What follows belongs to an exercise in optimizing a design on an open flow for small area; a production flow would make more cautious choices.
Where RTL was checked, it was by simulation tests only, not by an equivalence proof against the original.
Power and IR drop assume default switching activity.

== gamma ==
// gpp_param
module gpp_param #(
   parameter logic [7:0]  LMID      = 8'd1,
   parameter logic [7:0]  NMID      = 8'd2,
   parameter int unsigned PHV_BEATS = 8,
   parameter logic [7:0]  DROP_LO   = 8'd2,
   parameter logic [7:0]  DROP_HI   = 8'd4
) (
   input  logic                         clk,
   input  logic                         rst,
   input  logic                         pktin_data_wr,
   input  logic [BEAT_W-1:0]            pktin_data,
   input  logic                         pktin_valid_wr,
   input  logic                         pktin_data_valid,
   output logic                         pktin_ready,
   output logic [PAY_W*PHV_BEATS-1:0]   out_gpp_phv,
   output logic                         out_gpp_phv_wr,
   input  logic                         in_gpp_phv_alf,
   output logic [MD_W-1:0]              out_gpp_md,
   output logic                         out_gpp_md_wr,
   input  logic                         in_gpp_md_alf,
   output logic                         out_gpp_data_wr,
   output logic [BEAT_W-1:0]            out_gpp_data,
   output logic                         out_gpp_valid_wr,
   output logic                         out_gpp_valid,
   input  logic                         in_gpp_data_alf,
   input  logic                         cfg2gpp_cs_n,
   output logic                         gpp2cfg_ack_n,
   input  logic                         cfg2gpp_rw,
   input  logic [31:0]                  cfg2gpp_addr,
   input  logic [31:0]                  cfg2gpp_wdata,
   output logic [31:0]                  gpp2cfg_rdata
);
make LEC_CHECK=0 CAP_MARGIN=20 CORE_AREA='4 4 576 576' DIE_AREA='0 0 580 580' SLEW_MARGIN=20 finish   # period 10.0 ns
run.sh (not shown) runs the stock make flow with config.mk's settings and CLKGATE_MAP_FILE= SYNTH_SCRIPT=/design/flow/synth_recipe.tcl, a recipe that flattens the netlist after the stock synthesis.
The following lists how alpha was set up differently from gamma:
--- a/flow/design.v
+++ b/flow/design.v
@@ -101,15 +101,15 @@
    output logic                         gpp2cfg_ack_n,
    input  logic                         cfg2gpp_rw,
    input  logic [31:0]                  cfg2gpp_addr,
    input  logic [31:0]                  cfg2gpp_wdata,
    output logic [31:0]                  gpp2cfg_rdata
 );
    localparam int unsigned PHV_W  = PAY_W * PHV_BEATS;
-   localparam int unsigned STEP_W = 4;    
+   localparam int unsigned STEP_W = $clog2(PHV_BEATS + 3);
    localparam logic [STEP_W-1:0] STEP_MAX = '1;
    logic [1:0]        r_state;
    logic [STEP_W-1:0] r_step;
    logic [MD_W-1:0]   r_md;
    logic [PHV_W-1:0]  r_phv;
    logic [31:0]       r_in_pkt_cnt, r_md_cnt, r_cache_cnt, r_drop_cnt, r_err_cnt;
    logic              r_emit;
Notes after the runs:
Re routing usage on met3: no difference whatsoever between gamma and alpha. Going from gamma to alpha, layout-stage area growth over the synthesis result barely changed; global-route usage was more or less identical; synthesized cell count held steady. gamma → alpha: overall routed net length closely matched the old numbers; worst setup slack after layout roughly the same.
For alpha, only the layout was checked, not whether the RTL still works.

--- another note on this design; it stands on its own ---

Design gpp_param, start of the top module:
module gpp_param #(
   parameter logic [7:0]  LMID      = 8'd1,
   parameter logic [7:0]  NMID      = 8'd2,
   parameter int unsigned PHV_BEATS = 8,
   parameter logic [7:0]  DROP_LO   = 8'd2,
   parameter logic [7:0]  DROP_HI   = 8'd4
) (
   input  logic                         clk,
   input  logic                         rst,
   input  logic                         pktin_data_wr,
   input  logic [BEAT_W-1:0]            pktin_data,
   input  logic                         pktin_valid_wr,
   input  logic                         pktin_data_valid,
   output logic                         pktin_ready,
   output logic [PAY_W*PHV_BEATS-1:0]   out_gpp_phv,
   output logic                         out_gpp_phv_wr,
   input  logic                         in_gpp_phv_alf,
   output logic [MD_W-1:0]              out_gpp_md,
   output logic                         out_gpp_md_wr,
   input  logic                         in_gpp_md_alf,
   output logic                         out_gpp_data_wr,
   output logic [BEAT_W-1:0]            out_gpp_data,
   output logic                         out_gpp_valid_wr,
   output logic                         out_gpp_valid,
   input  logic                         in_gpp_data_alf,
   input  logic                         cfg2gpp_cs_n,
   output logic                         gpp2cfg_ack_n,
   input  logic                         cfg2gpp_rw,
   input  logic [31:0]                  cfg2gpp_addr,
   input  logic [31:0]                  cfg2gpp_wdata,
   output logic [31:0]                  gpp2cfg_rdata
);
For scale: roughly 3000 cells after synthesis, ~1600 flip-flops, about 55000 um2 of cells after synthesis.
clock: 10.0 ns
lec_check: 0
cap_margin: 20
core_area: 4 4 576 576
die_area: 0 0 580 580
slew_margin: 20
standard.sh (not shown) runs the stock make flow with config.mk's settings and CLKGATE_MAP_FILE= SYNTH_SCRIPT=/design/flow/synth_recipe.tcl, a recipe that flattens the netlist after the stock synthesis.
==> flow/flow/run.sh <==
#!/bin/bash
# Own layout flow: the standard flow (standard.sh, unchanged synthesis) with
# the smallest buffer on the ports and a clock tree of clkbuf_8 without dummy loads.
set -o pipefail
export BUFFER_PORTS_ARGS="-buffer_cell sky130_fd_sc_hd__buf_1"
export CTS_ARGS="-sink_clustering_enable -repair_clock_nets -dont_use_dummy_load -buf_list sky130_fd_sc_hd__clkbuf_8 -sink_clustering_size 20 -sink_clustering_max_diameter 60"
bash standard.sh > standard.log 2>&1
Then changed:
- PLACE_DENSITY: default -> 0.85
After rerunning: The changed run passed the timing, DRC and antenna checks. Final area is about the same. Cell count stays flat. Fmax went up slightly. Sequential share of layout area went up by 0.14 points. Synthesized cell count is unchanged. Wire length stays flat. Synthesized area does not change. Total power went down by a few percent. Utilization is about the same. Critical path depth went up by 1.

what the ideal ports hide:
The flow's constraints put no driver on any port. The routed layouts listed below were extracted and timed again, unchanged, in two steps. Step 1 (the two cells are an assumption about what drives the block):
set clk [get_ports {clk}]
set_driving_cell -lib_cell sky130_fd_sc_hd__clkbuf_16 $clk
set_driving_cell -lib_cell sky130_fd_sc_hd__buf_2 [delete_from_list [all_inputs] $clk]
Step 2 times the ports against the registers' clock, not the clock port: input delays grow and output delays shrink by t, the midpoint of the rising clock arrivals with the driver on. a / b / c = ideal / step 1 / step 2; a / b = the first two.
run | shift t [ns] | setup slack, ns | hold slack, ns | latest minus earliest clock arrival (ns) | slew at the worst register clock pin (ns)
gamma | 0.918 | 3.509 / 3.509 / 3.509 | 0.411 / 0.411 / 0.411 | 0.107 / 0.107 | 0.07 / 0.07
alpha | 0.918 | 3.509 / 3.509 / 3.509 | 0.411 / 0.411 / 0.411 | 0.107 / 0.107 | 0.07 / 0.07
the first run of note 2 | 0.944 | 3.505 / 3.505 / 3.505 | 0.405 / 0.405 / 0.405 | 0.181 / 0.180 | 0.12 / 0.12
the second run of note 2 | 1.018 | 3.598 / 3.598 / 3.598 | 0.418 / 0.418 / 0.418 | 0.167 / 0.167 | 0.12 / 0.12
After both steps every run listed still meets setup and hold.
